Source: an optimization exercise on an open RTL-to-GDS flow (aim: small area, a short achievable clock period and few clock cycles per item). Production flows keep margins and buffers that such runs may drop.
Only simulation tests tie the RTL to the original design; equivalence was not proved.
No activity file was given, so power comes from the tool's default toggle rates.

## v21
Design priority_button_rule_resolver, start of the top module:
module priority_button_rule_resolver
#(
  parameter int NUM_RULES = pbr_pkg::NUM_RULES_DEF
) (
  input  logic                  clk,
  input  logic                  rst_n,
  input  logic                  in_tvalid,
  output logic                  in_tready,
  input  logic [pbr_pkg::IN_DATA_W-1:0]  in_tdata,
  input  logic [0:0]            in_tuser,
  output logic                  out_tvalid,
  input  logic                  out_tready,
  output logic [pbr_pkg::OUT_DATA_W-1:0] out_tdata,
  input  logic                  cfg_we,
  input  logic [pbr_pkg::CFG_IDX_W-1:0]  cfg_index,
  input  logic [pbr_pkg::CFG_DATA_W-1:0] cfg_wdata
);
==> flow/config.mk <==
export PLATFORM = sky130hd
export DESIGN_NAME = priority_button_rule_resolver
export DESIGN_NICKNAME = priority_button_rule_resolver
export VERILOG_FILES = /design/flow/design.v
export SDC_FILE = /design/flow/constraint.sdc
export NUM_CORES = 4
export LEC_CHECK = 0
export CAP_MARGIN = 20
export CORE_MARGIN = 2
export CORE_UTILIZATION = 62
export CTS_CLUSTER_DIAMETER = 60
export CTS_CLUSTER_SIZE = 20
export SETUP_SLACK_MARGIN = 2.2
export SLEW_MARGIN = 20
export BUFFER_PORTS_ARGS = -buffer_cell sky130_fd_sc_hd__buf_1
export CTS_ARGS = -sink_clustering_enable -repair_clock_nets -sink_clustering_size 20 -sink_clustering_max_diameter 60 -dont_use_dummy_load
==> flow/constraint.sdc <==
create_clock -name core_clock -period 4.5 [get_ports {clk}]
set_input_delay 0.9000 -clock core_clock [delete_from_list [all_inputs] [get_ports {clk}]]
set_output_delay 0.9000 -clock core_clock [all_outputs]
set_load 0.01 [all_outputs]
standard.sh (not shown) runs the stock make flow with config.mk's settings and CLKGATE_MAP_FILE= SYNTH_SCRIPT=/design/flow/synth_recipe.tcl, a recipe that flattens the netlist after the stock synthesis.
==> flow/flow/run.sh <==
#!/bin/bash
# Own flow: the standard flow, with two changes:
# - the ports are buffered by the smallest buffer (sky130_fd_sc_hd__buf_1)
#   instead of the default port buffer cell; every port still gets its own
#   buffer, and the resizer upsizes them where timing needs it;
# - clock tree synthesis inserts no dummy loads (same clustering as config.mk).
set -euo pipefail
cat >> config.mk <<'EOC'
export BUFFER_PORTS_ARGS = -buffer_cell sky130_fd_sc_hd__buf_1
export CTS_ARGS = -sink_clustering_enable -repair_clock_nets -sink_clustering_size 20 -sink_clustering_max_diameter 60 -dont_use_dummy_load
EOC
bash standard.sh > standard_flow.log 2>&1
Testbench counts of v21, summed over its fixed seeds: cycles 12,024, items 12,000.
#### Input delta (v16 over v21)
- a change of CORE_UTILIZATION from 62 to 66
Results
- On maximum clock frequency, v21 beats v16.
- Fraction of final layout cells with drive strength greater than 1 ended up 0.16 points higher on v16 than on v21.
- v16 went all the way through the flow, and no timing, DRC or antenna check failed.
- Of the two values seen for startpoint of the most critical setup path, r1_prio[3] was produced by v16 and r1_prio[1] by v21.
- The post-place instance area reported for v16 is smaller than that of v21 by 0.32%.
Edits applied to the flow inputs when going from v16 to v24:
- a change of SETUP_SLACK_MARGIN from 2.2 to 2.0
- a change of CORE_UTILIZATION from 66 to 55
## What came out
- Delta(placed instance count, v24 - v16) > 0
- In the tables for v24 and v16, standard cell area after detailed placement reads lower with v16.
- v24 has worst setup slack below what v16 had.
- Re non-clock buffer count: v24 and v16 aren't equal, and the lower value belongs to v24.
- On post-CTS clock slew at the launch and capture registers of the worst setup and hold paths, v24 and v16 are basically level.

== the previous run ==
priority_button_rule_resolver, a different RTL version from the one above (not shown whole).
Size in the first run: about 2,100 cells after synthesis, about 750 flip-flops, roughly 30,000 sq um of cells after synthesis.
export LEC_CHECK = 0
export CAP_MARGIN = 20
export CORE_MARGIN = 2
export CORE_UTILIZATION = 65
export SETUP_SLACK_MARGIN = 2.2
export SLEW_MARGIN = 20
create_clock -name core_clock -period 4.5 [get_ports {clk}]
run.sh (not shown) runs the stock make flow with config.mk's settings and CLKGATE_MAP_FILE= SYNTH_SCRIPT=/design/flow/synth_recipe.tcl, a recipe that flattens the netlist after the stock synthesis.
Stock flow here: none of the scripts above is used.
In summary, the previous run completed successfully, with a layout that passed the timing, design-rule and antenna checks.
Testbench counts of the previous run, summed over its fixed seeds: cycles 12,024, items 12,000.
diff inputs: the previous run => the current run
- putting CTS_CLUSTER_SIZE at 20 where nothing was set
- putting CTS_CLUSTER_DIAMETER at 60 where nothing was set
- swapping 65 for 55 in CORE_UTILIZATION
==> comparison <==
Critical path depth delta for the current run relative to the previous run: 2 higher. The current run vs the previous run on shortest clock period the worst path allows after layout: the current run is the lower one. The current run vs the previous run: cell area after placement up in the current run.

== oak ==
RTL: one of the versions met above, not the one the previous note started from.
Size in the first run: about 730 flip-flops, ~30,000 um2 of cells after synthesis.
==> flow/config.mk <==
export PLATFORM = sky130hd
export DESIGN_NAME = priority_button_rule_resolver
export DESIGN_NICKNAME = priority_button_rule_resolver
export VERILOG_FILES = /design/flow/design.v
export SDC_FILE = /design/flow/constraint.sdc
export NUM_CORES = 4
export LEC_CHECK = 0
export CAP_MARGIN = 20
export CORE_MARGIN = 2
export CORE_UTILIZATION = 55
export CTS_CLUSTER_DIAMETER = 60
export CTS_CLUSTER_SIZE = 20
export SETUP_SLACK_MARGIN = 1.7
export SLEW_MARGIN = 20
export BUFFER_PORTS_ARGS = -buffer_cell sky130_fd_sc_hd__buf_1
export CTS_ARGS = -sink_clustering_enable -repair_clock_nets -sink_clustering_size 20 -sink_clustering_max_diameter 60 -dont_use_dummy_load
==> flow/constraint.sdc <==
create_clock -name core_clock -period 4.5 [get_ports {clk}]
set_input_delay 0.9000 -clock core_clock [delete_from_list [all_inputs] [get_ports {clk}]]
set_output_delay 0.9000 -clock core_clock [all_outputs]
set_load 0.01 [all_outputs]
standard.sh (not shown) runs the stock make flow with config.mk's settings and CLKGATE_MAP_FILE= SYNTH_SCRIPT=/design/flow/synth_recipe.tcl, a recipe that flattens the netlist after the stock synthesis.
Scripts as last shown in full above: flow/flow/run.sh
Testbench counts of oak, summed over its fixed seeds: cycles 12,024, items 12,000.
What pine does differently from oak at the input level:
# oak
export LEC_CHECK = 0
export CAP_MARGIN = 20
export CORE_MARGIN = 2
export CORE_UTILIZATION = 55
export CTS_CLUSTER_DIAMETER = 60
export CTS_CLUSTER_SIZE = 20
export SETUP_SLACK_MARGIN = 1.7
export SLEW_MARGIN = 20
export BUFFER_PORTS_ARGS = -buffer_cell sky130_fd_sc_hd__buf_1
export CTS_ARGS = -sink_clustering_enable -repair_clock_nets -sink_clustering_size 20 -sink_clustering_max_diameter 60 -dont_use_dummy_load
create_clock -name core_clock -period 4.5 [get_ports {clk}]
# pine
export LEC_CHECK = 0
export CAP_MARGIN = 20
export CORE_MARGIN = 2
export CORE_UTILIZATION = 70
export CTS_CLUSTER_DIAMETER = 60
export CTS_CLUSTER_SIZE = 20
export SETUP_SLACK_MARGIN = 2.2
export SLEW_MARGIN = 20
export BUFFER_PORTS_ARGS = -buffer_cell sky130_fd_sc_hd__buf_1
export CTS_ARGS = -sink_clustering_enable -repair_clock_nets -sink_clustering_size 20 -sink_clustering_max_diameter 60 -dont_use_dummy_load
create_clock -name core_clock -period 4.5 [get_ports {clk}]
Results
| register-to-register slack | lower: oak |
From oak to pine the numbers moved as follows: number of tap instances went down about 23%; post-route clock period utilization went down 9.2 points; horizontal die dimension went down 11%; wire length went down about 1.5%.
Every stage of the flow completed for pine, and the final layout passed the timing, design-rule and antenna checks.
## Diff of input files: birch against pine
# pine
export LEC_CHECK = 0
export CAP_MARGIN = 20
export CORE_MARGIN = 2
export CORE_UTILIZATION = 70
export CTS_CLUSTER_DIAMETER = 60
export CTS_CLUSTER_SIZE = 20
export SETUP_SLACK_MARGIN = 2.2
export SLEW_MARGIN = 20
export BUFFER_PORTS_ARGS = -buffer_cell sky130_fd_sc_hd__buf_1
export CTS_ARGS = -sink_clustering_enable -repair_clock_nets -sink_clustering_size 20 -sink_clustering_max_diameter 60 -dont_use_dummy_load
create_clock -name core_clock -period 4.5 [get_ports {clk}]
# birch
export LEC_CHECK = 0
export CAP_MARGIN = 20
export CORE_MARGIN = 2
export CORE_UTILIZATION = 62
export CTS_CLUSTER_DIAMETER = 60
export CTS_CLUSTER_SIZE = 20
export SETUP_SLACK_MARGIN = 2.3
export SLEW_MARGIN = 20
export BUFFER_PORTS_ARGS = -buffer_cell sky130_fd_sc_hd__buf_1
export CTS_ARGS = -sink_clustering_enable -repair_clock_nets -sink_clustering_size 20 -sink_clustering_max_diameter 60 -dont_use_dummy_load
create_clock -name core_clock -period 4.5 [get_ports {clk}]
Notes after the runs:
Going from pine to birch, count of clock-buffer cells in the layout grew by a few percent. When the final numbers for pine and birch were put side by side, the peak per-stage delay on the critical path turned out to be greater in birch. birch against pine: summed area of non-filler cells in the final layout higher; number of cells on the worst reg-to-reg path up 1; clock power share now sits higher.
diff inputs: birch => maple
# birch
export LEC_CHECK = 0
export CAP_MARGIN = 20
export CORE_MARGIN = 2
export CORE_UTILIZATION = 62
export CTS_CLUSTER_DIAMETER = 60
export CTS_CLUSTER_SIZE = 20
export SETUP_SLACK_MARGIN = 2.3
export SLEW_MARGIN = 20
export BUFFER_PORTS_ARGS = -buffer_cell sky130_fd_sc_hd__buf_1
export CTS_ARGS = -sink_clustering_enable -repair_clock_nets -sink_clustering_size 20 -sink_clustering_max_diameter 60 -dont_use_dummy_load
create_clock -name core_clock -period 4.5 [get_ports {clk}]
# maple
export LEC_CHECK = 0
export CAP_MARGIN = 20
export CORE_MARGIN = 2
export CORE_UTILIZATION = 55
export CTS_CLUSTER_DIAMETER = 60
export CTS_CLUSTER_SIZE = 20
export SETUP_SLACK_MARGIN = 2.2
export SLEW_MARGIN = 20
export BUFFER_PORTS_ARGS = -buffer_cell sky130_fd_sc_hd__buf_1
export CTS_ARGS = -sink_clustering_enable -repair_clock_nets -sink_clustering_size 20 -sink_clustering_max_diameter 60 -dont_use_dummy_load
create_clock -name core_clock -period 4.5 [get_ports {clk}]
[summary]
Compared with birch, in maple number of unique standard cell types used by synthesis stayed essentially flat, via count fell by 517, post-route standard cell area excluding fillers fell by about 1.3%, count of inverters not on the clock network in the layout stayed essentially flat. On aggregate routed wire length, maple and birch are basically level. Between maple and birch, first-pass GRT wire length is lower for birch, maple comes in above that. maple ended up with more standard cells than birch. Looking at initial standard-cell utilization of the core, maple sits below birch. Compared maple vs birch, and clock group share of total power is up in maple. Re non-clock buffering overhead in the final layout: maple and birch aren't equal, and the lower value belongs to maple.
The following lists how cedar was set up differently from maple:
# maple
export LEC_CHECK = 0
export CAP_MARGIN = 20
export CORE_MARGIN = 2
export CORE_UTILIZATION = 55
export CTS_CLUSTER_DIAMETER = 60
export CTS_CLUSTER_SIZE = 20
export SETUP_SLACK_MARGIN = 2.2
export SLEW_MARGIN = 20
export BUFFER_PORTS_ARGS = -buffer_cell sky130_fd_sc_hd__buf_1
export CTS_ARGS = -sink_clustering_enable -repair_clock_nets -sink_clustering_size 20 -sink_clustering_max_diameter 60 -dont_use_dummy_load
create_clock -name core_clock -period 4.5 [get_ports {clk}]
# cedar
export LEC_CHECK = 0
export CAP_MARGIN = 20
export CORE_MARGIN = 2
export CORE_UTILIZATION = 55
export CTS_CLUSTER_DIAMETER = 60
export CTS_CLUSTER_SIZE = 20
export SETUP_SLACK_MARGIN = 2.3
export SLEW_MARGIN = 20
create_clock -name core_clock -period 4.5 [get_ports {clk}]
==> flow/run.sh (new file) <==
#!/bin/bash
# synth_recipe.tcl (not shown) runs the flow's synth.tcl, then flattens the netlist and writes it again
# the make line also repeats each setting of config.mk as NAME=value (left out here)
make -C /OpenROAD-flow-scripts/flow DESIGN_CONFIG=/design/flow/config.mk WORK_HOME=/design/flow/orfs CLKGATE_MAP_FILE= SYNTH_SCRIPT=/design/flow/synth_recipe.tcl finish
removed: flow/flow/run.sh
removed: flow/standard.sh
--- outcome ---
- As far as overall fraction of global-route tracks in use is concerned, cedar and maple perform about the same.
- Design area delta (cedar − maple): unfavourable
- cedar: flow completed, timing, DRC and antenna clean
- maple -> cedar: antenna violation net count after detailed routing delta 0, exact match
- On power density over the cells: between cedar and maple, it ends up higher for maple.
- Status: total instance count after detailed placement parity (maple, cedar)
- Setup slack in cedar is larger than in maple.

==> what the ideal ports hide <==
How much do the figures lean on ideal ports? The routed layouts below were timed once more, with nothing changed but the port constraints. Step 1, drivers: a clkbuf_16 drives clk and a buf_2 each remaining input, both assumed. Step 2 moves the port delays by t, midway between the first and last clock arrival at a register: inputs arrive t later, outputs are due t later. That takes back most of the time a late clock gives input paths. Three values: no drivers, after step 1, after step 2; two values: the first two.
| run | t, ns | slack for setup (ns) | hold WS [ns] | worst setup path after step 2 | worst slew at a driven data input, ns |
|---|---|---|---|---|---|
| v21 | 0.659 | 2.144 / 2.144 / 1.678 | 0.451 / 0.414 / 0.462 | input to register | 0.05 |
| v16 | 0.650 | 2.131 / 2.130 / 1.623 | 0.459 / 0.424 / 0.464 | input to register | 0.06 |
| v24 | 0.655 | 1.963 / 1.963 / 1.489 | 0.456 / 0.417 / 0.466 | input to register | 0.05 |
| the previous run | 0.669 | 2.071 / 2.035 / 1.566 | 0.417 / 0.417 / 0.417 | input to register | 0.07 |
| the current run | 0.674 | 2.124 / 2.105 / 1.484 | 0.417 / 0.417 / 0.417 | input to register | 0.08 |
| oak | 0.662 | 1.733 / 1.733 / 1.468 | 0.451 / 0.414 / 0.465 | input to register | 0.06 |
| pine | 0.647 | 2.145 / 2.109 / 1.672 | 0.463 / 0.434 / 0.469 | input to register | 0.05 |
| birch | 0.655 | 2.171 / 2.135 / 1.759 | 0.443 / 0.410 / 0.465 | input to register | 0.05 |
| maple | 0.671 | 2.074 / 2.074 / 1.662 | 0.444 / 0.403 / 0.444 | input to register | 0.05 |
| cedar | 0.675 | 2.173 / 2.161 / 1.693 | 0.467 / 0.467 / 0.467 | input to register | 0.06 |
After both steps every run listed still meets setup and hold. The setup slack of the current run, which loses most, moves by -0.019 ns with the drivers and by -0.640 ns with both steps.
